This design comes from an exercise in tuning for small area on the open sky130 flow, not from production work. Only simulation tests tie the RTL to the original design; equivalence was not proved. In runs 2 to 4 the design's own scripts or RTL, not TritonCTS, make the clock network. The clock input has no modelled driver; a real chip could not lean on it and would need a root buffer or a full tree. Power figures rest on the tool's default switching activity, not on a simulated workload.

**flow/run.sh**
```bash
#!/bin/bash
# Own layout flow: the standard layout, except that
#  - the clock tree is two levels of small buffers (flow/pre_cts.tcl), with
#    useful skew on the delay line -> table -> result register path;
#  - ports are buffered with the smallest buffer.
# Registers, their names and cell types are those of the standard synthesis.
set -euo pipefail
HERE=$(pwd)

# the standard synthesis script with only the ABC script swapped
sed -e 's|log_cmd abc {\*}\$abc_args|log_cmd abc -script '"$HERE"'/flow/abc_area_only.script {*}[lrange $abc_args 2 end]|' \
    "$FLOW_HOME/scripts/synth.tcl" > "$HERE/synth_area.tcl"
grep -q 'abc_area_only.script' "$HERE/synth_area.tcl"
sed -e 's|source \$::env(SCRIPTS_DIR)/synth.tcl|source '"$HERE"'/synth_area.tcl|' \
    "$HERE/synth_recipe.tcl" > "$HERE/own_synth.tcl"
grep -q 'synth_area.tcl' "$HERE/own_synth.tcl"

bash "$HERE/standard.sh" \
    "SYNTH_SCRIPT=$HERE/own_synth.tcl" \
    "ADDER_MAP_FILE=" \
    "PRE_CTS_TCL=$HERE/flow/pre_cts.tcl" \
    "BUFFER_PORTS_ARGS=-buffer_cell sky130_fd_sc_hd__buf_1" \
    finish > "$HERE/flow_make.log" 2>&1
```
**flow/abc_area_only.script**
```
strash
dch
map
topo
stime -c
```
**flow/manual_cts.tcl**
```tcl
# A two-level clock tree of small buffers, built by hand in place of TritonCTS.
# The clock port drives a few root buffers; each root drives a group of leaf
# buffers, each leaf one spatial group of flip-flops. Two register groups get
# useful skew for the one long register-to-register path (last delay stage ->
# table logic -> result register), which no port path crosses:
#  - early sinks (the last delay stage) hang on the root nets directly;
#  - late sinks (the result register) get leaves fed from a normal leaf's net.

proc mcts_center { inst } {
  set bb [$inst getBBox]
  return [list [expr {([$bb xMin] + [$bb xMax]) / 2}] [expr {([$bb yMin] + [$bb yMax]) / 2}]]
}

# split items ({x y payload}) into k groups of near-equal size, recursively
# cutting across the longer side
proc mcts_groups { items k } {
  if { $k <= 1 || [llength $items] <= 1 } { return [list $items] }
  set xs [lsort -integer [lmap i $items {lindex $i 0}]]
  set ys [lsort -integer [lmap i $items {lindex $i 1}]]
  set w [expr {[lindex $xs end] - [lindex $xs 0]}]
  set h [expr {[lindex $ys end] - [lindex $ys 0]}]
  set idx [expr {$w >= $h ? 0 : 1}]
  set sorted [lsort -integer -index $idx $items]
  set k1 [expr {$k / 2}]
  set n1 [expr {([llength $sorted] * $k1 + $k / 2) / $k}]
  return [concat [mcts_groups [lrange $sorted 0 [expr {$n1 - 1}]] $k1] \
                 [mcts_groups [lrange $sorted $n1 end] [expr {$k - $k1}]]]
}

proc mcts_nearest { xy cands } {
  # cands: list of {x y payload}; returns the payload nearest to xy
  set best ""
  set bd -1
  foreach c $cands {
    set d [expr {abs([lindex $c 0] - [lindex $xy 0]) + abs([lindex $c 1] - [lindex $xy 1])}]
    if { $bd < 0 || $d < $bd } { set bd $d; set best [lindex $c 2] }
  }
  return $best
}

# drive the iterms in group (items {x y iterm}) from a new buffer of master
# whose input is on net in_net; returns {x y inst out_net}
proc mcts_buffer { block master name group in_net } {
  set inst [odb::dbInst_create $block $master "clkbuf_$name"]
  set net [odb::dbNet_create $block "clknet_$name"]
  $net setSigType CLOCK
  set sx 0; set sy 0
  foreach item $group {
    set it [lindex $item 2]
    $it disconnect
    $it connect $net
    incr sx [lindex $item 0]; incr sy [lindex $item 1]
  }
  set n [llength $group]
  set x [expr {$sx / $n}]
  set y [expr {$sy / $n}]
  [$inst findITerm A] connect $in_net
  [$inst findITerm X] connect $net
  $inst setLocation $x $y
  $inst setPlacementStatus PLACED
  puts "manual clock tree: clkbuf_$name ([$master getName]) drives $n pins"
  return [list $x $y $inst $net]
}

proc manual_clock_tree { leaf_cell n_leaves root_cell n_roots early_re late_re n_late {late_cell ""} } {
  set db [ord::get_db]
  set block [ord::get_db_block]
  set clk [$block findNet clk]
  set leaf_master [$db findMaster $leaf_cell]
  set root_master [$db findMaster $root_cell]
  if { $late_cell eq "" } { set late_cell $leaf_cell }
  set late_master [$db findMaster $late_cell]
  set normal {}
  set early {}
  set late {}
  foreach it [$clk getITerms] {
    set inst [$it getInst]
    set item [concat [mcts_center $inst] [list $it]]
    set name [$inst getName]
    if { [regexp $early_re $name] } {
      lappend early $item
    } elseif { [regexp $late_re $name] } {
      lappend late $item
    } else {
      lappend normal $item
    }
  }
  puts "manual clock tree: [llength $normal] normal, [llength $early] early, [llength $late] late sinks"
  # normal leaves, first on the clock net, moved under the roots below
  set leaves {}
  set i 0
  foreach g [mcts_groups $normal $n_leaves] {
    lappend leaves [mcts_buffer $block $leaf_master "leaf_$i" $g $clk]
    incr i
  }
  # late leaves, fed from the nearest normal leaf's output net
  set j 0
  foreach g [mcts_groups $late $n_late] {
    set sx 0; set sy 0
    foreach item $g { incr sx [lindex $item 0]; incr sy [lindex $item 1] }
    set xy [list [expr {$sx / [llength $g]}] [expr {$sy / [llength $g]}]]
    set src [mcts_nearest $xy [lmap l $leaves {list [lindex $l 0] [lindex $l 1] [lindex $l 3]}]]
    mcts_buffer $block $late_master "late_$j" $g $src
    incr j
  }
  # roots: each drives a group of normal leaves and the early sinks nearest to it
  set litems [lmap l $leaves {list [lindex $l 0] [lindex $l 1] [[lindex $l 2] findITerm A]}]
  set rgroups [mcts_groups $litems $n_roots]
  set centers {}
  set k 0
  foreach g $rgroups {
    set sx 0; set sy 0
    foreach item $g { incr sx [lindex $item 0]; incr sy [lindex $item 1] }
    lappend centers [list [expr {$sx / [llength $g]}] [expr {$sy / [llength $g]}] $k]
    incr k
  }
  foreach e $early {
    set r [mcts_nearest [lrange $e 0 1] $centers]
    lset rgroups $r [concat [lindex $rgroups $r] [list $e]]
  }
  set k 0
  foreach g $rgroups {
    mcts_buffer $block $root_master "root_$k" $g $clk
    incr k
  }
  global_connect
}

# Largest slew (rise or fall, max corner) over the flip-flop clock pins on net.
proc mcts_net_ff_slew { net } {
  set mx 0.0
  foreach p [get_pins -quiet -of_objects [get_nets [$net getName]] -filter "direction == input"] {
    if { [get_property $p lib_pin_name] ne "CLK" } { continue }
    foreach s [list [get_property $p slew_max_rise] [get_property $p slew_max_fall]] {
      if { $s > $mx } { set mx $s }
    }
  }
  return $mx
}

proc mcts_fix_slew { target_ns max_new max_port } {
  set block [ord::get_db_block]
  set clk [$block findNet clk]
  set added 0
  set_propagated_clock [all_clocks]
  while { $added < $max_new } {
    estimate_parasitics -placement
    set worst ""
    set worst_slew $target_ns
    foreach net [$block getNets] {
      if { ![string match "clknet_*" [$net getName]] } { continue }
      set s [mcts_net_ff_slew $net]
      if { $s > $worst_slew } { set worst_slew $s; set worst $net }
    }
    if { $worst eq "" } { break }
    set drv ""
    foreach it [$worst getITerms] {
      if { [$it isOutputSignal] } { set drv [$it getInst] }
    }
    set in_net [[$drv findITerm A] getNet]
    if { $in_net eq $clk && [llength [$clk getITerms]] >= $max_port } {
      puts "manual clock tree: [$worst getName] slew $worst_slew, but the clock port drives $max_port pins already"
      break
    }
    set items {}
    foreach it [$worst getITerms] {
      if { [$it isOutputSignal] } { continue }
      lappend items [concat [mcts_center [$it getInst]] [list $it]]
    }
    if { [llength $items] < 2 } { break }
    set halves [mcts_groups $items 2]
    puts "manual clock tree: [$worst getName] slew [format %.3f $worst_slew] ns, splitting its [llength $items] loads"
    mcts_buffer $block [$drv getMaster] "split_$added" [lindex $halves 1] $in_net
    # move the first half's buffer to that half's centre
    set sx 0; set sy 0
    foreach item [lindex $halves 0] { incr sx [lindex $item 0]; incr sy [lindex $item 1] }
    set n [llength [lindex $halves 0]]
    $drv setLocation [expr {$sx / $n}] [expr {$sy / $n}]
    incr added
  }
  global_connect
  return $added
}
```
**flow/pre_cts.tcl**
```tcl
# Stands in for TritonCTS: a two-level tree of small buffers (see manual_cts.tcl),
# without skew. Clock nets whose flip-flop pins would see a slew over 118 ps
# are then split.
source [file join [file dirname [info script]] manual_cts.tcl]
rename clock_tree_synthesis triton_clock_tree_synthesis
proc clock_tree_synthesis { args } {
  manual_clock_tree sky130_fd_sc_hd__buf_4 10 sky130_fd_sc_hd__buf_4 2 {^$} {^$} 0
  mcts_fix_slew 0.118 6 4
}
```
**standard.sh**
```bash
#!/bin/bash
# synth_recipe.tcl (not shown) runs the flow's synth.tcl, then flattens the netlist and writes it again
# the make line also repeats each setting of config.mk as NAME=value (left out here)
make -C /OpenROAD-flow-scripts/flow DESIGN_CONFIG=/design/flow/config.mk WORK_HOME=/design/flow/orfs CLKGATE_MAP_FILE= SYNTH_SCRIPT=/design/flow/synth_recipe.tcl "${@:-finish}"
```
**config.mk**
```make
export PLATFORM = sky130hd
export DESIGN_NAME = cordic_sincos
export DESIGN_NICKNAME = cordic_sincos
export VERILOG_FILES = /design/flow/design.v
export SDC_FILE = /design/flow/constraint.sdc
export NUM_CORES = 4
export LEC_CHECK = 0
export CAP_MARGIN = 5
export CORE_MARGIN = 2
export CORE_UTILIZATION = 55
export GPL_TIMING_DRIVEN = 0
export SETUP_SLACK_MARGIN = -0.2
export SLEW_MARGIN = 5
```
**constraint.sdc**
```tcl
create_clock -name core_clock -period 4.0 [get_ports {clk}]
set_input_delay 0.8000 -clock core_clock [delete_from_list [all_inputs] [get_ports {clk}]]
set_output_delay 0.8000 -clock core_clock [all_outputs]
set_load 0.01 [all_outputs]
```
**design.v**
```verilog
`default_nettype none
package cordic_pkg;
    typedef logic signed [8-1:0] angle_t;
endpackage
`default_nettype wire
`default_nettype none
module cordic_lut (
    input  logic [7:0]  a,
    output logic [15:0] q_n
);
    logic n25, n26, n27, n28, n29, n30, n31, n32, n33, n34, n35, n36;
    logic n37, n38, n39, n40, n41, n42, n43, n44, n45, n46, n47, n48;
    logic n49, n51, n52, n53, n54, n55, n56, n57, n58, n59, n60, n61;
    logic n62, n63, n64, n65, n67, n68, n70, n71, n72, n73, n74, n75;
    logic n76, n77, n78, n79, n80, n81, n82, n83, n84, n85, n86, n87;
    logic n88, n89, n90, n91, n92, n93, n94, n95, n96, n97, n98, n99;
    logic n100, n101, n102, n103, n104, n105, n106, n107, n108, n109, n110, n111;
    logic n112, n113, n114, n115, n116, n117, n118, n119, n120, n121, n122, n123;
    logic n124, n125, n126, n128, n129, n130, n131, n132, n133, n134, n135, n136;
    logic n137, n138, n139, n140, n141, n142, n143, n144, n146, n147, n148, n149;
    logic n150, n151, n152, n153, n154, n155, n156, n157, n158, n159, n160, n162;
    logic n163, n164, n165, n166, n167, n168, n169, n170, n171, n172, n173, n174;
    logic n175, n176, n177, n178, n179, n180, n181, n182, n183, n184, n185, n186;
    logic n187, n188, n189, n190, n191, n192, n193, n194, n195, n196, n197, n198;
    logic n199, n201, n202, n203, n205, n206, n207, n208, n209, n210, n211, n212;
    logic n213, n214, n215, n216, n217, n218, n219, n220, n221, n222, n223, n224;
    logic n225, n226, n227, n228, n229, n230, n231, n233, n234, n235, n236, n238;
    logic n239, n240, n241, n242, n243, n244, n245, n246, n248, n249, n250, n251;
    logic n252, n254, n256, n257, n258, n259, n260, n261, n262, n263, n264, n265;
    logic n267, n268, n269, n270, n271, n272;
    assign n25 = ~a[0] & ~a[1];
    assign n26 = ~a[2] & a[3];
    assign n27 = n25 & ~n26;
    assign n28 = ~a[2] & ~a[4];
    assign n29 = n27 & n28;
    assign n30 = ~a[6] & ~n29;
    assign n31 = ~a[4] & ~a[5];
    assign n32 = ~a[0] & ~n31;
    assign n33 = ~a[1] & n32;
    assign n34 = a[2] & ~n33;
    assign n35 = a[3] & n34;
    assign n36 = a[4] & a[5];
    assign n37 = a[0] & a[1];
    assign n38 = n31 & n37;
    assign n39 = ~a[3] & ~n38;
    assign n40 = ~n34 & n39;
    assign n41 = ~n36 & ~n40;
    assign n42 = ~n35 & n41;
    assign n43 = ~n30 & ~n42;
    assign n44 = ~a[3] & ~a[4];
    assign n45 = n43 & n44;
    assign n46 = ~a[5] & n45;
    assign n47 = ~a[6] & n46;
    assign n48 = a[5] & a[6];
    assign n49 = ~n45 & n48;
    assign q_n[6] = ~n47 & ~n49;
    assign n51 = a[2] & ~n31;
    assign n52 = n44 & ~n51;
    assign n53 = ~a[2] & a[5];
    assign n54 = a[1] & a[2];
    assign n55 = ~n53 & ~n54;
    assign n56 = n52 & n55;
    assign n57 = ~a[1] & ~a[2];
    assign n58 = ~n36 & ~n57;
    assign n59 = a[3] & ~n53;
    assign n60 = n58 & n59;
    assign n61 = ~a[3] & ~n58;
    assign n62 = ~a[6] & ~n61;
    assign n63 = ~n60 & n62;
    assign n64 = ~n56 & ~n63;
    assign n65 = ~a[7] & ~n64;
    assign q_n[7] = q_n[6] | n65;
    assign n67 = a[6] & ~n46;
    assign n68 = ~n47 & ~n67;
    assign q_n[5] = q_n[7] & ~n68;
    assign n70 = ~a[0] & a[6];
    assign n71 = a[3] & a[4];
    assign n72 = ~n55 & n71;
    assign n73 = ~a[1] & n72;
    assign n74 = ~a[6] & ~n73;
    assign n75 = a[5] & ~n25;
    assign n76 = ~n37 & n75;
    assign n77 = a[2] & ~a[3];
    assign n78 = n76 & n77;
    assign n79 = n74 & ~n78;
    assign n80 = a[5] & ~n44;
    assign n81 = ~n71 & n80;
    assign n82 = a[2] & n81;
    assign n83 = ~a[2] & ~n81;
    assign n84 = ~n82 & ~n83;
    assign n85 = ~n25 & ~n84;
    assign n86 = n79 & ~n85;
    assign n87 = ~a[0] & a[1];
    assign n88 = n64 & n87;
    assign n89 = n86 & n88;
    assign n90 = ~a[1] & a[3];
    assign n91 = ~n31 & ~n90;
    assign n92 = ~n86 & ~n88;
    assign n93 = n91 & ~n92;
    assign n94 = ~n89 & n93;
    assign n95 = ~n70 & ~n94;
    assign n96 = ~n53 & ~n71;
    assign n97 = a[1] & ~n96;
    assign n98 = a[4] & ~n53;
    assign n99 = ~n28 & ~n77;
    assign n100 = ~n98 & n99;
    assign n101 = ~n97 & ~n100;
    assign n102 = ~n32 & ~n101;
    assign n103 = n95 & ~n102;
    assign n104 = ~q_n[5] & n103;
    assign n105 = a[3] & ~a[5];
    assign n106 = n54 & n105;
    assign n107 = ~a[2] & ~a[3];
    assign n108 = n31 & ~n107;
    assign n109 = a[6] & ~n108;
    assign n110 = ~a[1] & a[5];
    assign n111 = ~a[4] & n110;
    assign n112 = ~a[2] & n111;
    assign n113 = ~n109 & ~n112;
    assign n114 = a[2] & n36;
    assign n115 = ~n113 & ~n114;
    assign n116 = ~n106 & ~n115;
    assign n117 = n103 & n116;
    assign n118 = a[2] & n37;
    assign n119 = ~a[3] & a[5];
    assign n120 = ~n105 & ~n119;
    assign n121 = n118 & n120;
    assign n122 = ~a[6] & ~n121;
    assign n123 = ~a[0] & ~n36;
    assign n124 = ~n116 & n123;
    assign n125 = ~n122 & ~n124;
    assign n126 = ~n117 & n125;
    assign q_n[0] = ~n104 & ~n126;
    assign n128 = ~a[0] & n44;
    assign n129 = n51 & ~n128;
    assign n130 = ~a[3] & a[4];
    assign n131 = ~n25 & ~n110;
    assign n132 = n130 & n131;
    assign n133 = ~n129 & ~n132;
    assign n134 = n30 & n133;
    assign n135 = ~n125 & ~n134;
    assign n136 = ~a[5] & n107;
    assign n137 = ~a[4] & n136;
    assign n138 = ~a[1] & ~n36;
    assign n139 = ~n137 & n138;
    assign n140 = a[1] & n137;
    assign n141 = ~n139 & ~n140;
    assign n142 = ~n79 & n141;
    assign n143 = n135 & ~n142;
    assign n144 = ~n135 & n142;
    assign q_n[1] = n143 | n144;
    assign n146 = ~a[4] & ~n118;
    assign n147 = ~n105 & ~n118;
    assign n148 = a[4] & ~n147;
    assign n149 = ~n146 & ~n148;
    assign n150 = q_n[7] & ~n149;
    assign n151 = n79 & ~n150;
    assign n152 = ~n34 & ~n36;
    assign n153 = n32 & n57;
    assign n154 = n152 & ~n153;
    assign n155 = a[6] & ~n154;
    assign n156 = ~a[5] & ~a[6];
    assign n157 = a[3] & ~n156;
    assign n158 = ~a[4] & ~n157;
    assign n159 = ~n43 & n158;
    assign n160 = ~n155 & ~n159;
    assign q_n[2] = ~n151 & n160;
    assign n162 = a[5] & ~a[6];
    assign n163 = ~a[2] & a[4];
    assign n164 = ~a[1] & n163;
    assign n165 = n162 & ~n164;
    assign n166 = n43 & ~n165;
    assign n167 = n31 & n54;
    assign n168 = n77 & n152;
    assign n169 = ~n27 & n86;
    assign n170 = n25 & n77;
    assign n171 = n116 & ~n170;
    assign n172 = ~n169 & n171;
    assign n173 = ~n168 & ~n172;
    assign n174 = n77 & ~n173;
    assign n175 = ~a[5] & n25;
    assign n176 = n28 & n175;
    assign n177 = n120 & n163;
    assign n178 = ~n176 & ~n177;
    assign n179 = ~n174 & n178;
    assign n180 = ~n167 & n179;
    assign n181 = ~n74 & ~n180;
    assign n182 = n116 & n179;
    assign n183 = n76 & ~n182;
    assign n184 = ~a[4] & n120;
    assign n185 = a[0] & ~n119;
    assign n186 = ~n184 & ~n185;
    assign n187 = a[2] & n71;
    assign n188 = a[1] & ~n187;
    assign n189 = ~n186 & n188;
    assign n190 = n25 & ~n184;
    assign n191 = n74 & ~n190;
    assign n192 = ~n189 & n191;
    assign n193 = ~n183 & n192;
    assign n194 = ~n181 & ~n193;
    assign n195 = ~n146 & n194;
    assign n196 = ~n36 & ~n195;
    assign n197 = ~n71 & ~n196;
    assign n198 = ~n43 & n165;
    assign n199 = ~n197 & n198;
    assign q_n[3] = n166 | n199;
    assign n201 = ~n156 & ~n196;
    assign n202 = n45 & ~n162;
    assign n203 = ~n201 & ~n202;
    assign q_n[4] = q_n[7] & ~n203;
    assign n205 = n85 & n91;
    assign n206 = ~n187 & ~n205;
    assign n207 = ~a[5] & ~n206;
    assign n208 = ~n90 & ~n175;
    assign n209 = ~a[0] & ~n98;
    assign n210 = ~a[2] & ~n209;
    assign n211 = ~n208 & ~n210;
    assign n212 = n71 & ~n87;
    assign n213 = a[5] & ~n163;
    assign n214 = ~n170 & n213;
    assign n215 = ~n212 & n214;
    assign n216 = n37 & n44;
    assign n217 = a[6] & ~n216;
    assign n218 = ~n215 & n217;
    assign n219 = ~n211 & n218;
    assign n220 = ~n207 & n219;
    assign n221 = ~n97 & ~n111;
    assign n222 = a[2] & ~n221;
    assign n223 = ~n71 & n97;
    assign n224 = ~n52 & ~n223;
    assign n225 = ~n222 & n224;
    assign n226 = a[0] & ~n225;
    assign n227 = ~a[0] & ~n44;
    assign n228 = ~n72 & n227;
    assign n229 = ~n82 & n228;
    assign n230 = n79 & ~n229;
    assign n231 = ~n226 & n230;
    assign q_n[8] = n220 | n231;
    assign n233 = ~n176 & q_n[8];
    assign n234 = a[7] & ~n233;
    assign n235 = n194 & ~n234;
    assign n236 = ~n194 & n234;
    assign q_n[9] = ~n235 & ~n236;
    assign n238 = ~n194 & q_n[8];
    assign n239 = a[7] & ~n238;
    assign n240 = ~n95 & n136;
    assign n241 = ~n79 & n130;
    assign n242 = ~n173 & ~n241;
    assign n243 = ~n240 & n242;
    assign n244 = ~n239 & ~n243;
    assign n245 = ~n234 & ~n239;
    assign n246 = n243 & ~n245;
    assign q_n[10] = ~n244 & ~n246;
    assign n248 = n238 & n243;
    assign n249 = n42 & n248;
    assign n250 = a[7] & n64;
    assign n251 = ~n65 & ~n250;
    assign n252 = ~n248 & n251;
    assign q_n[11] = ~n249 & ~n252;
    assign n254 = a[2] & n45;
    assign q_n[14] = ~a[7] & ~n254;
    assign n256 = n44 & ~q_n[11];
    assign n257 = ~a[6] & ~n71;
    assign n258 = ~n256 & n257;
    assign n259 = q_n[14] & ~n258;
    assign n260 = ~a[3] & q_n[11];
    assign n261 = ~a[4] & n260;
    assign n262 = ~a[4] & ~q_n[14];
    assign n263 = ~n260 & ~n262;
    assign n264 = ~a[6] & ~n263;
    assign n265 = ~n261 & n264;
    assign q_n[12] = ~n259 & ~n265;
    assign n267 = n156 & ~q_n[14];
    assign n268 = ~n261 & n267;
    assign n269 = n162 & n261;
    assign n270 = ~a[6] & ~n80;
    assign n271 = q_n[14] & ~n270;
    assign n272 = ~n269 & ~n271;
    assign q_n[13] = ~n268 & n272;
    assign q_n[15] = ~a[7];
endmodule
`default_nettype wire
`default_nettype none
`timescale 1ns/1ps
module cordic_sincos (
    input  logic               clk,
    input  logic               rst_n,
    input  cordic_pkg::angle_t angle,
    output cordic_pkg::angle_t sine,
    output cordic_pkg::angle_t cosine
);
    localparam int DEPTH = 14;
    localparam int DLY_N = DEPTH;
    logic [8*DLY_N-1:0] dly;
    logic [7:0]         folded;
    assign folded = {dly[7], dly[7] ? 7'd0 - dly[6:0] : dly[6:0]};
    always_ff @(posedge clk) begin
        dly <= {dly[8*(DLY_N-1)-1:8], folded, angle};
    end
    logic [3:0] run;
    logic       run_fb;
    logic       valid;
    assign run_fb = run[3] ? (~run[0] & (run[2] | run[1])) : run[0];
    assign valid  = (run == 4'b0000);
    always_ff @(posedge clk or negedge rst_n) begin
        if (!rst_n) begin
            run <= 4'b0011;
        end else begin
            run <= {run[2:0], run_fb};
        end
    end
    logic [15:0] lut_n;
    cordic_lut u_lut (
        .a(dly[8*DLY_N-1 -: 8]),
        .q_n(lut_n)
    );
    assign sine   = valid ? ~lut_n[15:8] : 8'h00;
    assign cosine = valid ? ~lut_n[7:0]  : 8'h00;
endmodule
`default_nettype wire
```
==> results of run 1 <==
stage by stage:
step	total power, W	setup TNS [ps]	worst slack (ps)	hold slack [ps]
2_1_floorplan	0.00155	0	591	310
3_3_place_gp	0.00166	-1060	-383	310
3_5_place_dp	0.00166	-842	-335	312
Yosys cell counts (3+ instances only):
cell type and count:
a21oi_1 27, a31oi_1 8, clkinv_1 26, dfxtp_1 112, nand2_1 36, nand3_1 6
nand4_1 9, nor2_1 36, nor3_1 5, o211ai_1 7, o21ai_0 28, o21bai_1 3
xnor2_1 4, xor2_1 3
power by group through the flow:
stage | clock network [W] | logic, W | registers [W]
2_1_floorplan | 0 | 0.000228 | 0.00133
3_3_place_gp | 0 | 0.000314 | 0.00134
3_5_place_dp | 0 | 0.000312 | 0.00135
kinds of logic after synthesis:
| family | after synthesis |
|---|---|
| buffers and inverters | 26 |
| DFF | 116 |
| and+or+nand+nor | 97 |
| AOI/OAI and AO/OA | 87 |
| xor gates and xnor gates | 7 |
worst max-delay path by stage:
stage	startpoint	to	slack, ps	cells past startpoint
global placement	dly[109]	sine[4]	-380	13
detailed placement	dly[109]	sine[4]	-340	13
floorplan	dly[109]	sine[4]	590	12
==> impl_results.md, run 1 <==
- Status: aborted with a tool error
- Stopping stage: 4_1_cts
- Err: Error: cts.tcl, 36 divide by zero
- Yosys top cell area share: 0.653
- # rows: 28
- Post-synthesis mux area share: 0
- Chip Width: 83.0 µm
- Post-synth cell types: 29
- Compound-gate portion of the synthesized area: 0.150
- XOR/XNOR share of the synthesized area: 0.0178
- Asr flop ratio synth: 0.0345
- HPWL after DPL: 4220 µm
- Starting Density: 0.574
- Placer Congestion: 0.992
- Most used DFF post-synth: dfxtp_1
- Area of placed instances: 3620 µm²
- Post-synthesis sequential area ratio: 0.682
- Yosys warning total: 1
- Mapped Area: 3440 µm²
- Synthesized-area fraction occupied by adder cells: 0
- Post-Synth Simple-Gate Area: 0.121
- Ranking of synthesized cells by area: dfxtp_1 (65%), o21ai_0 (4.1%), a21oi_1 (3.9%), nand2_1 (3.9%), nor2_1 (3.9%)
- Post-synth EDFFs: 0
- Num ports: 26
- Die Y: 83.0 µm
- Area leader, netlist: dfxtp_1
- Syn Nets: 343
- #FFs+latches synth: 116
- Largest family of logic cells by synthesized area: compound AO/OA/AOI/OAI gates
- PortBufs: 25
- Post-synthesis cell count: 333
- Placed cells: 433
- Syn_area_per_cell: 10.3 µm²
==> run 2: changes to the inputs <==
--- a/flow/manual_cts.tcl
+++ b/flow/manual_cts.tcl
@@ -96,5 +96,6 @@
   # late leaves, fed from the nearest normal leaf's output net
   set j 0
-  foreach g [mcts_groups $late $n_late] {
+  if { [llength $late] == 0 } { set n_late 0 }
+  foreach g [lrange [mcts_groups $late $n_late] 0 [expr {$n_late - 1}]] {
     set sx 0; set sy 0
     foreach item $g { incr sx [lindex $item 0]; incr sy [lindex $item 1] }
==> impl_results.md, run 2 <==
- Status: timing/DRC/antenna clean
- Top flop regs: dly x112, run x4
- Num ports: 26 (unchanged)
- Max cap viols: 0
- Post-synthesis cell count: 333 (unchanged)
- Final Critical Period: 3900 ps
- Max Slew Vio Count: 0
- # rows: 28 (unchanged)
- #FFs+latches synth: 116 (unchanged)
- Placer Congestion: 0.992 (unchanged)
- Worst Path Required: 3200 ps
- Most frequent cell after synthesis: dfxtp_1
- Die area: 6890 µm²
- Critical path class: reg -> out
- Vias in the first global route: 2,388
- Worst-margin pin slew: 510 ps
- Layout Nets: 382
- Share of cells above drive strength 1: 0.103
- Most common library cells after synthesis: dfxtp_1 (112), nand2_1 (36), nor2_1 (36), o21ai_0 (28), a21oi_1 (27)
- FMAX: 257 MHz
- GR Util met2: 0.289
- Asr flop ratio synth: 0.0345 (unchanged)
- Most common cell after layout, fill and taps aside: dfxtp_1
- R2R Path End: dly[14]
- GR Layer Usage met1: 0.231
- CTS Hold Bufs: 0
- DRT Pass-1 Iters: 4
- CP max FO: 10
- Mapped Area: 3440 µm² (unchanged)
- Remaining Overflow, GRT: 0
- Wire per inst: 13.9 µm
- Yosys warning total: 1 (unchanged)
- LEAKAGE: 1.48 nW
- Sw Share: 0.272
- Area leader, netlist: dfxtp_1
- Part of the cycle the worst path needs: 0.974
- Slew headroom: 0.657
- R2r setup slk: 2480 ps
- CP Capture Type: output port
- Reg clk slew, reported paths: 100 ps
- Ranking of synthesized cells by area: dfxtp_1 (65%), o21ai_0 (4.1%), a21oi_1 (3.9%), nand2_1 (3.9%), nor2_1 (3.9%)
- Worst hold path class: in -> async
- Worst skew pair latency: 320 ps
- Syn Nets: 343 (unchanged)
- Fin cells: 445
- CP Launch Type: flop
- Gate power share: 0.157
- Final Hold Violating Endpoints: 0
- Core area: 5990 µm²
- HPWL after DPL: 4220 µm (unchanged)
- Routed via count: 2,484
- Commonest non-fill, non-tap cells in the layout: dfxtp_1 (105), nand2_1 (35), nor2_1 (33), o21ai_0 (27)
- Via density: 5.58
- Post-synth EDFFs: 0 (unchanged)
- Antenna violations before repair: 0
- GRT Max-Usage Layer: met2
- Flip-flop count of the largest register after layout: 112
- Starting Density: 0.574 (unchanged)
- Post-synth cell types: 29 (unchanged)
- Placed cells: 433 (unchanged)
- Internal power component: 0.00153 W
- Syn_area_per_cell: 10.3 µm² (unchanged)
- Reg2reg start: dly[1]
- Switching pwr: 0.000573 W
- GR Util met3: 0.0308
- Starting DRT DRC Count: 316
- Pin count of the biggest net entering global routing: 18
- Global Route Usage Sum: 0.179
- First-pass GRT wire length: 10,700 µm
- Area Overhead vs Synth: 10.2%
- Reg2Reg Depth: 8
- Final wirelength: 6200 µm
- Die Y: 83.0 µm (unchanged)
- Filler instances: 498
- Overall power: 0.00211 W
- Post-CTS Setup Bufs: 0
- Worst Clk Skew: 38.9 ps
- DRC viols: 0
- Final ANT Viol Nets: 0
- Finish-stage setup viols: 0
- Antenna cells: 0
- Power density over cell area: 557 nW/µm²
- VDD IR max: 0.388 mV
- Biggest register: dly
- Clk pwr share: 0.214
- Critical Path AT: 3100 ps
- Yosys top cell area share: 0.653 (unchanged)
- Post-synthesis sequential area ratio: 0.682 (unchanged)
- Sequential Power Share: 0.629
- Chip Width: 83.0 µm (unchanged)
- PortBufs: 25 (unchanged)
- Most used DFF post-synth: dfxtp_1
## run 2: worst max path at each step
stage | startpoint | to | slack (ps) | cells after the start
4_1_cts | dly[105] | sine[4] | -200 | 11
3_3_place_gp | dly[109] | sine[4] | -380 | 13
2_1_floorplan | dly[109] | sine[4] | 590 | 12
6_report | dly[105] | sine[4] | 100 | 12
5_1_grt | dly[105] | sine[4] | -200 | 12
3_5_place_dp | dly[109] | sine[4] | -340 | 13
## run 2: area by class of cell
type | instances | area (µm²) | share of cell area
Sequential cell | 116 | 2360 | 0.624
Multi-Input combinational cell | 191 | 1040 | 0.274
Inverter | 26 | 110 | 0.0291
Timing Repair Buffer | 25 | 93.8 | 0.0248
Tap cell | 75 | 93.8 | 0.0248
Buffer | 12 | 90.1 | 0.0238
## run 2: timing repair
item / CTS / global route
pin swaps: 0 / 1
setup endpoints to repair: 7 / 7
cloned: 0 / 0
resized for setup: 10 / 17
endpoints found under the hold margin: 0 / 0
## run 2: logic make-up (layout without fill, tap and decap cells)
logic type / count (synthesis) / count (layout) / share of synthesized area
flops: 116 / 116 / 0.682
simple gates: 97 / 97 / 0.121
compound gates: 87 / 87 / 0.150
buf+inv: 26 / 63 / 0.0284
xor+xnor: 7 / 7 / 0.0178
## run 2: metrics by stage
step           TNS [ps]  worst slack [ps]  area (µm²)  hold slack (ps)   util
2_1_floorplan         0               591        3440              310      -
3_3_place_gp      -1060              -383        3620              310  0.605
3_5_place_dp       -842              -335        3620              312  0.605
4_1_cts            -366              -197        3740              266  0.624
5_1_grt            -474              -201        3790              274  0.632
6_report              0               103        3790              279  0.632
## run 2: worst max-delay path, cell delays in order, from the launching register on
cell	delay, ps
dfxtp_2	420
nor2_2	270
clkinv_1	230
nand3_1	200
a41oi_1	170
o21bai_1	210
a31oi_1	120
o2bb2ai_2	280
nand4_1	270
a31oi_1	230
nand2_1	70
a21oi_1	150
buf_1	170
## run 2: per-layer routing
metal | share of wire | vias up
li1 | - | 1213
met5 | 0 | -
met1 | 0.42 | 1119
met4 | 0.043 | 0
met2 | 0.45 | 127
met3 | 0.087 | 25
## run 2: power by group through the flow
stage,Combinational (W),Sequential (W),Clock (W)
6_report,0.000331,0.00133,0.000451
5_1_grt,0.000373,0.00134,0.000517
4_1_cts,0.000318,0.00132,0.000475
3_5_place_dp,0.000312,0.00135,0
3_3_place_gp,0.000314,0.00134,0
2_1_floorplan,0.000228,0.00133,0
==> run 3: changes to the inputs <==
==> design.v (replaced) <==
`default_nettype none
package cordic_pkg;
    typedef logic signed [8-1:0] angle_t;
endpackage
`default_nettype wire
`default_nettype none
module cordic_lut (
    input  logic [7:0]  a,
    output logic [15:0] q_n
);
    logic n25, n26, n27, n28, n29, n30, n31, n32, n33, n34, n35, n36;
    logic n37, n38, n39, n40, n41, n42, n43, n44, n45, n46, n47, n48;
    logic n49, n50, n51, n52, n53, n54, n55, n56, n57, n58, n59, n60;
    logic n61, n62, n63, n64, n65, n66, n67, n68, n69, n70, n71, n72;
    logic n73, n74, n75, n76, n77, n78, n79, n80, n81, n82, n83, n84;
    logic n85, n86, n87, n88, n89, n90, n91, n92, n93, n94, n95, n96;
    logic n97, n98, n99, n100, n101, n102, n103, n104, n105, n106, n107, n108;
    logic n109, n110, n111, n112, n113, n114, n115, n116, n117, n118, n119, n121;
    logic n123, n124, n126, n128, n129, n130, n131, n132, n133, n134, n135, n136;
    logic n137, n138, n139, n140, n141, n142, n143, n144, n146, n147, n148, n149;
    logic n150, n151, n152, n153, n154, n155, n156, n157, n158, n159, n160, n162;
    logic n163, n164, n165, n166, n167, n168, n169, n170, n171, n172, n173, n174;
    logic n175, n176, n177, n178, n179, n180, n181, n182, n183, n184, n185, n186;
    logic n187, n188, n189, n190, n191, n192, n193, n194, n195, n196, n197, n198;
    logic n200, n201, n202, n204, n205, n206, n207, n208, n209, n210, n211, n212;
    logic n213, n214, n215, n216, n217, n218, n219, n220, n221, n222, n223, n224;
    logic n225, n226, n227, n228, n229, n230, n232, n233, n234, n235, n237, n238;
    logic n239, n240, n241, n242, n243, n244, n245, n247, n248, n249, n250, n251;
    logic n253, n255, n256, n257, n258, n259, n260, n261, n262, n263, n264, n266;
    logic n267, n268, n269, n270, n271;
    assign n25 = a[1] & a[2];
    assign n26 = a[3] & ~a[5];
    assign n27 = n25 & n26;
    assign n28 = ~a[4] & ~a[5];
    assign n29 = ~a[2] & ~a[3];
    assign n30 = n28 & ~n29;
    assign n31 = a[6] & ~n30;
    assign n32 = a[4] & a[5];
    assign n33 = ~a[1] & ~n32;
    assign n34 = a[5] & n33;
    assign n35 = ~a[2] & n34;
    assign n36 = ~n31 & ~n35;
    assign n37 = a[2] & n32;
    assign n38 = ~n36 & ~n37;
    assign n39 = ~n27 & ~n38;
    assign n40 = ~a[0] & a[6];
    assign n41 = ~a[2] & a[5];
    assign n42 = ~n25 & ~n41;
    assign n43 = a[3] & a[4];
    assign n44 = ~n42 & n43;
    assign n45 = ~a[1] & n44;
    assign n46 = ~a[6] & ~n45;
    assign n47 = ~a[0] & ~a[1];
    assign n48 = a[0] & a[1];
    assign n49 = a[5] & ~n48;
    assign n50 = ~n47 & n49;
    assign n51 = a[2] & ~a[3];
    assign n52 = n50 & n51;
    assign n53 = n46 & ~n52;
    assign n54 = ~a[3] & ~a[4];
    assign n55 = a[5] & ~n54;
    assign n56 = ~n43 & n55;
    assign n57 = a[2] & n56;
    assign n58 = ~a[2] & ~n56;
    assign n59 = ~n57 & ~n58;
    assign n60 = ~n47 & ~n59;
    assign n61 = n53 & ~n60;
    assign n62 = a[2] & ~n28;
    assign n63 = n54 & ~n62;
    assign n64 = n42 & n63;
    assign n65 = ~a[1] & ~a[2];
    assign n66 = ~n32 & ~n65;
    assign n67 = a[3] & ~n41;
    assign n68 = n66 & n67;
    assign n69 = ~a[3] & ~n66;
    assign n70 = ~a[6] & ~n69;
    assign n71 = ~n68 & n70;
    assign n72 = ~n64 & ~n71;
    assign n73 = ~a[0] & a[1];
    assign n74 = n72 & n73;
    assign n75 = ~n61 & ~n74;
    assign n76 = ~a[1] & a[3];
    assign n77 = ~n28 & ~n76;
    assign n78 = n61 & n74;
    assign n79 = n77 & ~n78;
    assign n80 = ~n75 & n79;
    assign n81 = ~n40 & ~n80;
    assign n82 = ~a[0] & ~n28;
    assign n83 = ~n41 & ~n43;
    assign n84 = a[1] & ~n83;
    assign n85 = a[4] & ~n41;
    assign n86 = ~a[2] & ~a[4];
    assign n87 = ~n51 & ~n86;
    assign n88 = ~n85 & n87;
    assign n89 = ~n84 & ~n88;
    assign n90 = ~n82 & ~n89;
    assign n91 = n81 & ~n90;
    assign n92 = n39 & n91;
    assign n93 = a[2] & n48;
    assign n94 = ~a[3] & a[5];
    assign n95 = ~n26 & ~n94;
    assign n96 = n93 & n95;
    assign n97 = ~a[6] & ~n96;
    assign n98 = ~a[0] & ~n32;
    assign n99 = ~n39 & n98;
    assign n100 = ~n97 & ~n99;
    assign n101 = ~n92 & n100;
    assign n102 = ~a[2] & a[3];
    assign n103 = n47 & ~n102;
    assign n104 = n86 & n103;
    assign n105 = ~a[6] & ~n104;
    assign n106 = ~a[1] & n82;
    assign n107 = a[2] & ~n106;
    assign n108 = a[3] & n107;
    assign n109 = n28 & n48;
    assign n110 = ~a[3] & ~n109;
    assign n111 = ~n107 & n110;
    assign n112 = ~n32 & ~n111;
    assign n113 = ~n108 & n112;
    assign n114 = ~n105 & ~n113;
    assign n115 = n54 & n114;
    assign n116 = ~a[5] & n115;
    assign n117 = ~a[6] & n116;
    assign n118 = a[5] & a[6];
    assign n119 = ~n115 & n118;
    assign q_n[6] = ~n117 & ~n119;
    assign n121 = ~a[7] & ~n72;
    assign q_n[7] = q_n[6] | n121;
    assign n123 = a[6] & ~n116;
    assign n124 = ~n117 & ~n123;
    assign q_n[5] = q_n[7] & ~n124;
    assign n126 = n91 & ~q_n[5];
    assign q_n[0] = ~n101 & ~n126;
    assign n128 = ~a[3] & a[4];
    assign n129 = a[0] & ~n94;
    assign n130 = ~a[1] & ~n129;
    assign n131 = n128 & ~n130;
    assign n132 = ~a[0] & n54;
    assign n133 = n62 & ~n132;
    assign n134 = n105 & ~n133;
    assign n135 = ~n131 & n134;
    assign n136 = ~n100 & ~n135;
    assign n137 = ~a[5] & n29;
    assign n138 = ~a[4] & n137;
    assign n139 = n33 & ~n138;
    assign n140 = a[1] & n138;
    assign n141 = ~n139 & ~n140;
    assign n142 = ~n53 & n141;
    assign n143 = ~n136 & n142;
    assign n144 = n136 & ~n142;
    assign q_n[1] = n143 | n144;
    assign n146 = ~a[4] & ~n93;
    assign n147 = ~n26 & ~n93;
    assign n148 = a[4] & ~n147;
    assign n149 = ~n146 & ~n148;
    assign n150 = q_n[7] & ~n149;
    assign n151 = n53 & ~n150;
    assign n152 = ~n32 & ~n107;
    assign n153 = n65 & n82;
    assign n154 = n152 & ~n153;
    assign n155 = a[6] & ~n154;
    assign n156 = ~a[5] & ~a[6];
    assign n157 = a[3] & ~n156;
    assign n158 = ~a[4] & ~n157;
    assign n159 = ~n114 & n158;
    assign n160 = ~n155 & ~n159;
    assign q_n[2] = ~n151 & n160;
    assign n162 = a[5] & ~a[6];
    assign n163 = ~a[2] & a[4];
    assign n164 = ~a[1] & n163;
    assign n165 = n162 & ~n164;
    assign n166 = n114 & ~n165;
    assign n167 = n51 & n152;
    assign n168 = n61 & ~n103;
    assign n169 = n47 & n51;
    assign n170 = n39 & ~n169;
    assign n171 = ~n168 & n170;
    assign n172 = ~n167 & ~n171;
    assign n173 = n51 & ~n172;
    assign n174 = ~a[5] & n47;
    assign n175 = n86 & n174;
    assign n176 = n95 & n163;
    assign n177 = ~n175 & ~n176;
    assign n178 = ~n173 & n177;
    assign n179 = n39 & n178;
    assign n180 = n50 & ~n179;
    assign n181 = ~a[4] & n95;
    assign n182 = ~n129 & ~n181;
    assign n183 = a[2] & n43;
    assign n184 = a[1] & ~n183;
    assign n185 = ~n182 & n184;
    assign n186 = n47 & ~n181;
    assign n187 = n46 & ~n186;
    assign n188 = ~n185 & n187;
    assign n189 = ~n180 & n188;
    assign n190 = n25 & n28;
    assign n191 = n178 & ~n190;
    assign n192 = ~n46 & ~n191;
    assign n193 = ~n189 & ~n192;
    assign n194 = ~n146 & n193;
    assign n195 = ~n32 & ~n194;
    assign n196 = ~n43 & ~n195;
    assign n197 = ~n114 & n165;
    assign n198 = ~n196 & n197;
    assign q_n[3] = n166 | n198;
    assign n200 = ~n156 & ~n195;
    assign n201 = n115 & ~n162;
    assign n202 = ~n200 & ~n201;
    assign q_n[4] = q_n[7] & ~n202;
    assign n204 = n60 & n77;
    assign n205 = ~n183 & ~n204;
    assign n206 = ~a[5] & ~n205;
    assign n207 = ~n76 & ~n174;
    assign n208 = ~a[0] & ~n85;
    assign n209 = ~a[2] & ~n208;
    assign n210 = ~n207 & ~n209;
    assign n211 = a[0] & n43;
    assign n212 = a[5] & ~n163;
    assign n213 = ~n169 & n212;
    assign n214 = ~n211 & n213;
    assign n215 = n48 & n54;
    assign n216 = a[6] & ~n215;
    assign n217 = ~n214 & n216;
    assign n218 = ~n210 & n217;
    assign n219 = ~n206 & n218;
    assign n220 = ~n34 & ~n84;
    assign n221 = a[2] & ~n220;
    assign n222 = ~n43 & n84;
    assign n223 = ~n63 & ~n222;
    assign n224 = ~n221 & n223;
    assign n225 = a[0] & ~n224;
    assign n226 = ~a[0] & ~n54;
    assign n227 = ~n44 & n226;
    assign n228 = ~n57 & n227;
    assign n229 = n53 & ~n228;
    assign n230 = ~n225 & n229;
    assign q_n[8] = n219 | n230;
    assign n232 = ~n175 & q_n[8];
    assign n233 = a[7] & ~n232;
    assign n234 = ~n193 & ~n233;
    assign n235 = n193 & n233;
    assign q_n[9] = n234 | n235;
    assign n237 = ~n193 & q_n[8];
    assign n238 = a[7] & ~n237;
    assign n239 = ~n81 & n137;
    assign n240 = ~n53 & n128;
    assign n241 = ~n172 & ~n240;
    assign n242 = ~n239 & n241;
    assign n243 = ~n233 & n242;
    assign n244 = ~n238 & ~n243;
    assign n245 = n238 & n242;
    assign q_n[10] = ~n244 & ~n245;
    assign n247 = n237 & n242;
    assign n248 = n113 & n247;
    assign n249 = a[7] & n72;
    assign n250 = ~n121 & ~n249;
    assign n251 = ~n247 & n250;
    assign q_n[11] = ~n248 & ~n251;
    assign n253 = a[2] & n115;
    assign q_n[14] = ~a[7] & ~n253;
    assign n255 = n54 & ~q_n[11];
    assign n256 = ~a[6] & ~n43;
    assign n257 = ~n255 & n256;
    assign n258 = q_n[14] & ~n257;
    assign n259 = ~a[3] & q_n[11];
    assign n260 = ~a[4] & n259;
    assign n261 = ~a[4] & ~q_n[14];
    assign n262 = ~n259 & ~n261;
    assign n263 = ~a[6] & ~n262;
    assign n264 = ~n260 & n263;
    assign q_n[12] = ~n258 & ~n264;
    assign n266 = n162 & n260;
    assign n267 = n156 & ~q_n[14];
    assign n268 = ~n260 & n267;
    assign n269 = ~a[6] & ~n55;
    assign n270 = q_n[14] & ~n269;
    assign n271 = ~n268 & ~n270;
    assign q_n[13] = ~n266 & n271;
    assign q_n[15] = ~a[7];
endmodule
`default_nettype wire
`default_nettype none
`timescale 1ns/1ps
module cordic_sincos (
    input  logic               clk,
    input  logic               rst_n,
    input  cordic_pkg::angle_t angle,
    output cordic_pkg::angle_t sine,
    output cordic_pkg::angle_t cosine
);
    localparam int DEPTH = 14;
    localparam int DLY_N = DEPTH;
    logic [8*DLY_N-1:0] dly;
    logic [7:0]         folded;
    assign folded = {dly[7], dly[7] ? 7'd0 - dly[6:0] : dly[6:0]};
    always_ff @(posedge clk) begin
        dly <= {dly[8*(DLY_N-1)-1:8], folded, angle};
    end
    logic [3:0] run;
    logic       run_fb;
    logic       valid;
    assign run_fb = run[3] ? (~run[0] & (run[2] | run[1])) : run[0];
    assign valid  = (run == 4'b0000);
    always_ff @(posedge clk or negedge rst_n) begin
        if (!rst_n) begin
            run <= 4'b0011;
        end else begin
            run <= {run[2:0], run_fb};
        end
    end
    logic [15:0] lut_n;
    cordic_lut u_lut (
        .a(dly[8*DLY_N-1 -: 8]),
        .q_n(lut_n)
    );
    assign sine   = valid ? ~lut_n[15:8] : 8'h00;
    assign cosine = valid ? ~lut_n[7:0]  : 8'h00;
endmodule
`default_nettype wire
--- a/config.mk
+++ b/config.mk
@@ -10,4 +10,4 @@
 export CORE_UTILIZATION = 55
 export GPL_TIMING_DRIVEN = 0
-export SETUP_SLACK_MARGIN = -0.2
+export SETUP_SLACK_MARGIN = -0.1
 export SLEW_MARGIN = 5
==> impl_results.md, run 3 <==
- Area leader, netlist: dfxtp_1
- Power density over cell area: 559 nW/µm² (+0.52%)
- Top flop regs: dly x112, run x4
- GR Layer Usage met1: 0.240 (+0.00873)
- GR Util met3: 0.0229 (-0.00795)
- Share of cells above drive strength 1: 0.0926 (-0.0101)
- Ranking of synthesized cells by area: dfxtp_1 (65%), nand2_1 (4.0%), a21oi_1 (3.9%), nor2_1 (3.7%), o21ai_0 (3.4%)
- Via density: 5.64 (+1.1%)
- Finish-stage setup viols: 0 (unchanged)
- Filler instances: 490 (-1.6%)
- Pin count of the biggest net entering global routing: 18 (unchanged)
- Asr flop ratio synth: 0.0345 (unchanged)
- Fin area: 3760 µm² (-0.66%)
- Worst hold path class: in -> async
- Area of placed instances: 3620 µm² (-0.14%)
- Reg clk slew, reported paths: 100 ps (about the same)
- Worst Setup SP: dly[108]
- Most frequent cell after synthesis: dfxtp_1
- DRT Pass-1 Iters: 5 (+1)
- Overall power: 0.00210 W (-0.14%)
- Worst Clk Skew: 7.26 ps (-31.6 ps)
- Wire per inst: 14.5 µm (+3.9%)
- CTS Hold Bufs: 0 (unchanged)
- Worst Path Required: 3200 ps (about the same)
- CP Launch Type: flop
- Yosys top cell area share: 0.654 (+0.000952)
- Routed via count: 2,495 (+0.44%)
- VDD IR max: 0.388 mV (about the same)
- Biggest register: dly
- Layout Nets: 379 (-0.79%)
- DRC viols: 0 (unchanged)
- Flip-flop count of the largest register after layout: 112 (unchanged)
- Reg2reg start: dly[0]
- Seq. cell area: 2360 µm² (-0.26%)
- Reg2Reg Depth: 8 (unchanged)
- Final Hold Violating Endpoints: 0 (unchanged)
- Crit path capture: sine[4]
- Final wirelength: 6390 µm (+3.2%)
- Placer Congestion: 0.937 (-5.6%)
- CP Capture Type: output port
- # rows: 28 (unchanged)
- Slew headroom: 0.575 (-0.0815)
- Worst-margin pin slew: 632 ps (+121 ps)
- Post-synth EDFFs: 0 (unchanged)
- Final ANT Viol Nets: 0 (unchanged)
- Remaining Overflow, GRT: 0 (unchanged)
- R2r setup slk: 2380 ps (-100 ps)
- Setup_tns: 0 ps (unchanged)
- PortBufs: 25 (unchanged)
- Part of the cycle the worst path needs: 0.972 (-0.00207)
- Status: timing/DRC/antenna clean
- Post-synthesis cell count: 330 (-0.90%)
- First-pass GRT wire length: 10,900 µm (+1.6%)
- Area Overhead vs Synth: 9.66%
- Max cap viols: 0 (unchanged)
- Antenna violations before repair: 0 (unchanged)
- Global Route Usage Sum: 0.184 (+0.00437)
- Final hold slack: 317 ps (+37.8 ps)
- Syn_area_per_cell: 10.4 µm² (+0.76%)
- Post-synthesis sequential area ratio: 0.683 (+0.000996)
- CP max FO: 12 (+2)
- Most used DFF post-synth: dfxtp_1
- #FFs+latches synth: 116 (unchanged)
- Most common library cells after synthesis: dfxtp_1 (112), nand2_1 (37), nor2_1 (34), a21oi_1 (27), clkinv_1 (26)
- Worst skew pair latency: 290 ps (-30 ps)
- Commonest non-fill, non-tap cells in the layout: dfxtp_1 (106), nand2_1 (36), nor2_1 (33), a21oi_1 (26), buf_1 (25)
- R2R Path End: dly[14]
- Die Y: 83.0 µm (about the same)
- Mapped Area: 3430 µm² (-0.15%)
- Core area: 5990 µm² (unchanged)
- Post-synth cell types: 32 (+10%)
- Chip Width: 83.0 µm (about the same)
- FMAX: 257 MHz (+0.21%)
- Starting Density: 0.573 (-0.000835)
- Vias in the first global route: 2,345 (-1.8%)
- LEAKAGE: 1.47 nW (-0.15%)
- GR Util met2: 0.315 (+0.0264)
- Syn Nets: 340 (-0.87%)
- Max Slew Vio Count: 0 (unchanged)
- HPWL after DPL: 4350 µm (+3.0%)
- Die area: 6890 µm² (-0.13%)
- Starting DRT DRC Count: 289 (-8.5%)
- GRT Max-Usage Layer: met2
- Yosys warning total: 1 (unchanged)
- Critical Path AT: 3090 ps (about the same)
- Final Critical Period: 3890 ps (-8.27 ps)
- Antenna cells: 0 (unchanged)
- Critical path class: reg -> out
- Area of the multi-input gates: 1020 µm² (-1.4%)
- Num ports: 26 (unchanged)
- Most common cell after layout, fill and taps aside: dfxtp_1
[run 3: repair_timing]
action / 4_1_cts / 5_1_grt
endpoints found under the setup margin: 9 / 9
setup buffers: 0 / 0
gates resized for setup: 12 / 13
hold endpoints to repair: 0 / 0
[run 3: per-layer routing]
| metal | wire (µm) | part of all wire |
|---|---|---|
| met1 | 2700 | 0.42 |
| met2 | 2950 | 0.46 |
| met4 | 242 | 0.038 |
| met5 | 0 | 0 |
| met3 | 498 | 0.078 |
[run 3: worst min-delay path by stage]
stage               depth (start not counted)     from  slack, ps  endpoint
CTS                                         1    rst_n        300    run[2]
floorplan                                   0  dly[92]        310  dly[100]
global placement                            0  dly[74]        310   dly[82]
finish                                      1    rst_n        320    run[2]
detailed placement                          0   dly[8]        310   dly[16]
global route                                1    rst_n        310    run[2]
[run 3: layout make-up]
class,instances,area share
multi-input combinational,188,0.271
tap,75,0.0249
sequential,116,0.627
timing repair buffer,25,0.0249
inverter,26,0.0283
buffer,12,0.0239
[run 3: power by group]
group / internal, W / total (W) / switching [W]
Sequential: 0.00127 / 0.00133 / 0.0000589
Clock: 0.000154 / 0.000441 / 0.000287
Combinational: 0.000116 / 0.000338 / 0.000222
[run 3: worst max-delay path, cell delays in order, from the launching register on]
cell and delay [ps]:
dfxtp_2 490, nand2_1 280, o21ai_0 190, a21oi_1 120
a21boi_2 270, nand4_1 110, nand2_1 90, o22ai_1 110
a21oi_2 240, nand4_1 250, a31oi_1 240, nand2_1 70
a21oi_1 160, buf_1 180
[run 3: logic make-up after synthesis]
kind of cell | after synthesis | synth area share
compound gates | 84 | 0.148
xor+xnor | 8 | 0.0204
buf+inv | 26 | 0.0284
flops | 116 | 0.683
simple gates | 96 | 0.120
[run 3: metrics by stage]
step	setup slack, ps	util	instances
final	111	0.628	442
after global routing	-98.4	0.628	442
after CTS	-83.7	0.623	442
after detailed placement	-446	0.604	430
after global placement	-560	0.604	430
after floorplan	532	-	330
==> run 4: changes to the inputs <==
--- a/config.mk
+++ b/config.mk
@@ -10,4 +10,4 @@
 export CORE_UTILIZATION = 55
 export GPL_TIMING_DRIVEN = 0
-export SETUP_SLACK_MARGIN = -0.1
+export SETUP_SLACK_MARGIN = -0.15
 export SLEW_MARGIN = 5
==> impl_results.md, run 4 <==
- Via density: 5.64 (-0.16%)
- Fin cells: 442 (unchanged)
- Critical path class: reg -> out
- Finish-stage setup viols: 0 (unchanged)
- Ranking of synthesized cells by area: dfxtp_1 (65%), nand2_1 (4.0%), a21oi_1 (3.9%), nor2_1 (3.7%), o21ai_0 (3.4%)
- Most common library cells after synthesis: dfxtp_1 (112), nand2_1 (37), nor2_1 (34), a21oi_1 (27), clkinv_1 (26)
- Die Y: 83.0 µm (unchanged)
- Fin area: 3760 µm² (about the same)
- Syn Nets: 340 (unchanged)
- VDD IR max: 0.388 mV (about the same)
- Pre-CTS WS: -446 ps (unchanged)
- Setup ws final: 114 ps (+3.03 ps)
- Part of the cycle the worst path needs: 0.971 (about the same)
- Final Critical Period: 3890 ps (-3.04 ps)
- Power density over cell area: 560 nW/µm² (about the same)
- Bufs and invs on worst path: 1 (unchanged)
- XOR/XNOR share of the synthesized area: 0.0204 (unchanged)
- Most frequent cell after synthesis: dfxtp_1
- CP Launch Type: flop
- DRC viols: 0 (unchanged)
- Mapped Area: 3430 µm² (unchanged)
- Final wirelength: 6420 µm (+0.47%)
- Worst skew pair latency: 290 ps (about the same)
- Filler instances: 491 (+0.20%)
- #FFs+latches synth: 116 (unchanged)
- Vias in the first global route: 2,345 (unchanged)
- Worst Path Required: 3200 ps (about the same)
- Crit-path slowest cell: dfxtp_2
- Routed via count: 2,491 (-0.16%)
- Status: timing/DRC/antenna clean
- PortBufs: 25 (unchanged)
- FMAX: 257 MHz (about the same)
- Chip Width: 83.0 µm (unchanged)
- Worst-path cell chain: and2_2, o21ai_1, nand3_1, a41oi_1, o21bai_1, a31oi_1, o2bb2ai_2, nand4_1, a31oi_1, nand2_1, a21oi_1, buf_1
- Max Slew Vio Count: 0 (unchanged)
- Yosys top cell area share: 0.654 (unchanged)
- Commonest non-fill, non-tap cells in the layout: dfxtp_1 (106), nand2_1 (36), nor2_1 (33), a21oi_1 (26), buf_1 (25)
- Post-CTS Setup Bufs: 0 (unchanged)
- Compound-gate portion of the synthesized area: 0.148 (unchanged)
- Die area: 6890 µm² (unchanged)
- Post-synth cell types: 32 (unchanged)
- Worst Clk Skew: 6.57 ps (-0.690 ps)
- CTS Hold Bufs: 0 (unchanged)
- CP peak stage delay: 550 ps (+60 ps)
- Syn_area_per_cell: 10.4 µm² (unchanged)
- Asr flop ratio synth: 0.0345 (unchanged)
- Biggest register: dly
- Most used DFF post-synth: dfxtp_1
- Placed cells: 430 (unchanged)
- Top flop regs: dly x112, run x4
- CP Capture Type: output port
- Core area: 5990 µm² (unchanged)
- Synthesized-area fraction occupied by adder cells: 0 (unchanged)
- Largest family of logic cells by synthesized area: compound AO/OA/AOI/OAI gates
- LEAKAGE: 1.47 nW (about the same)
- Wire per inst: 14.5 µm (+0.47%)
- Slew headroom: 0.575 (unchanged)
- Flip-flop count of the largest register after layout: 112 (unchanged)
- CP delay by family, top: compound AO/OA/AOI/OAI gates
- DRT Pass-1 Iters: 5 (unchanged)
- HPWL after DPL: 4350 µm (unchanged)
- R2R Path End: dly[14]
- Num ports: 26 (unchanged)
- Area leader, netlist: dfxtp_1
- Worst-margin pin slew: 632 ps (unchanged)
- Post-synth EDFFs: 0 (unchanged)
- Antenna violations before repair: 0 (unchanged)
- Area of placed instances: 3620 µm² (unchanged)
- Most common cell after layout, fill and taps aside: dfxtp_1
- Layout Nets: 379 (unchanged)
- Placer Congestion: 0.937 (unchanged)
- Post-synthesis sequential area ratio: 0.683 (unchanged)
- Reg clk slew, reported paths: 100 ps (about the same)
- Worst hold path class: in -> async
- Area Overhead vs Synth: 9.59% (about the same)
- Yosys warning total: 1 (unchanged)
- Starting Density: 0.573 (unchanged)
- Global Route Usage Sum: 0.184 (unchanged)
- Max cap viols: 0 (unchanged)
- # rows: 28 (unchanged)
- WP depth: 12 (-1)
- Most used cell, CP: a31oi_1
- Pin count of the biggest net entering global routing: 18 (unchanged)
- R2r setup slk: 2380 ps (about the same)
- Final Hold Violating Endpoints: 0 (unchanged)
- Overall power: 0.00211 W (about the same)
- Reg2Reg Depth: 8 (unchanged)
- Starting DRT DRC Count: 289 (unchanged)
- Post-synthesis cell count: 330 (unchanged)
- Reg2reg start: dly[0]
- Antenna cells: 0 (unchanged)
- First-pass GRT wire length: 10,900 µm (unchanged)
- Share of cells above drive strength 1: 0.0926 (unchanged)
- Remaining Overflow, GRT: 0 (unchanged)
- Critical Path AT: 3090 ps (about the same)
- Post-Synth Simple-Gate Area: 0.120 (unchanged)
- CP max FO: 17 (+5)
- Final ANT Viol Nets: 0 (unchanged)
- Post-synthesis mux area share: 0 (unchanged)
## run 4: cell count changes in the layout (fill, tap and decap cells not counted)
cell     before  now
dfxtp_2       4    5
dfxtp_4       2    1
## run 4: cell type report
type | count | area, µm² | share of cell area
Sequential cell | 116 | 2350 | 0.626
Multi-Input combinational cell | 188 | 1020 | 0.272
Inverter | 26 | 106 | 0.0283
Timing Repair Buffer | 25 | 93.8 | 0.0250
Tap cell | 75 | 93.8 | 0.0250
Buffer | 12 | 90.1 | 0.0240
## run 4: worst max path at each step
stage | start | endpoint | slack (ps)
after detailed placement | dly[106] | sine[5] | -450
after CTS | dly[107] | sine[4] | -130
final | dly[107] | sine[4] | 110
after global routing | dly[107] | sine[4] | -120
after global placement | dly[106] | sine[4] | -560
after floorplan | dly[106] | sine[4] | 530
## run 4: metrics by stage
stage           util  hold slack (ps)  setup TNS (ps)
2_1_floorplan      -              310               0
4_1_cts        0.622              304            -278
3_5_place_dp   0.604              312           -1530
5_1_grt        0.628              307            -329
6_report       0.628              318               0
3_3_place_gp   0.604              310           -2130
## run 4: worst reg2reg max path, stage by stage, from the launching register on
cell and delay, ps:
dfxtp_1 340, nor2_1 100, clkinv_1 90, nor2_1 100
clkinv_1 90, o21ai_0 280, nand2_1 140, o21ai_0 260
xnor2_1 160
## run 4: report_power, final
group	total, W	switching (W)	internal [W]
registers	0.00133	0.0000592	0.00127
logic	0.000338	0.000222	0.000116
clock network	0.000441	0.000287	0.000154
total	0.00211	0.000568	0.00154
## run 4: cell families (layout without fill, tap and decap cells)
| family | Yosys count | count (layout) |
|---|---|---|
| xor gates and xnor gates | 8 | 8 |
| DFF | 116 | 116 |
| and+or+nand+nor | 96 | 96 |
| buffers and inverters | 26 | 63 |
| AOI/OAI and AO/OA | 84 | 84 |
## run 4: timing repair
| item | CTS | global route |
|---|---|---|
| gates resized for setup | 10 | 14 |
| endpoints found under the setup margin | 7 | 9 |
| endpoints found under the hold margin | 0 | 0 |
## run 4: per-layer routing
layer	GRT usage	share of wire
met5	0	0
met1	0.240	0.43
met4	0.0641	0.036
met2	0.315	0.46
met3	0.0229	0.073

[what the ideal ports hide]
The flow's constraints put no driver on any port. The routed layouts listed below were extracted and timed again, unchanged, in two steps.
Step 1 (the two cells are an assumption about what drives the block):
set clk [get_ports {clk}]
set_driving_cell -lib_cell sky130_fd_sc_hd__clkbuf_16 $clk
set_driving_cell -lib_cell sky130_fd_sc_hd__buf_2 [delete_from_list [all_inputs] $clk]
Step 2, shift: input delay + t, output delay - t, t = (earliest + latest rising clock arrival at the registers) / 2. This alone moves slack from input paths to output paths.
Slacks: no drivers / after step 1 / after step 2; pairs: no drivers / after step 1.
run | t (ns) | slack for setup (ns) | worst setup path after step 2 | clock arrival spread, ns | pins driven straight from the clock port
run 2 | 0.335 | 0.103 / 0.068 / 0.402 | register to output | 0.047 / 0.047 | 2
run 3 | 0.318 | 0.111 / 0.076 / 0.394 | register to output | 0.007 / 0.008 | 2
run 4 | 0.318 | 0.114 / 0.078 / 0.396 | register to output | 0.008 / 0.007 | 2
After both steps setup and hold are still met in every run listed.
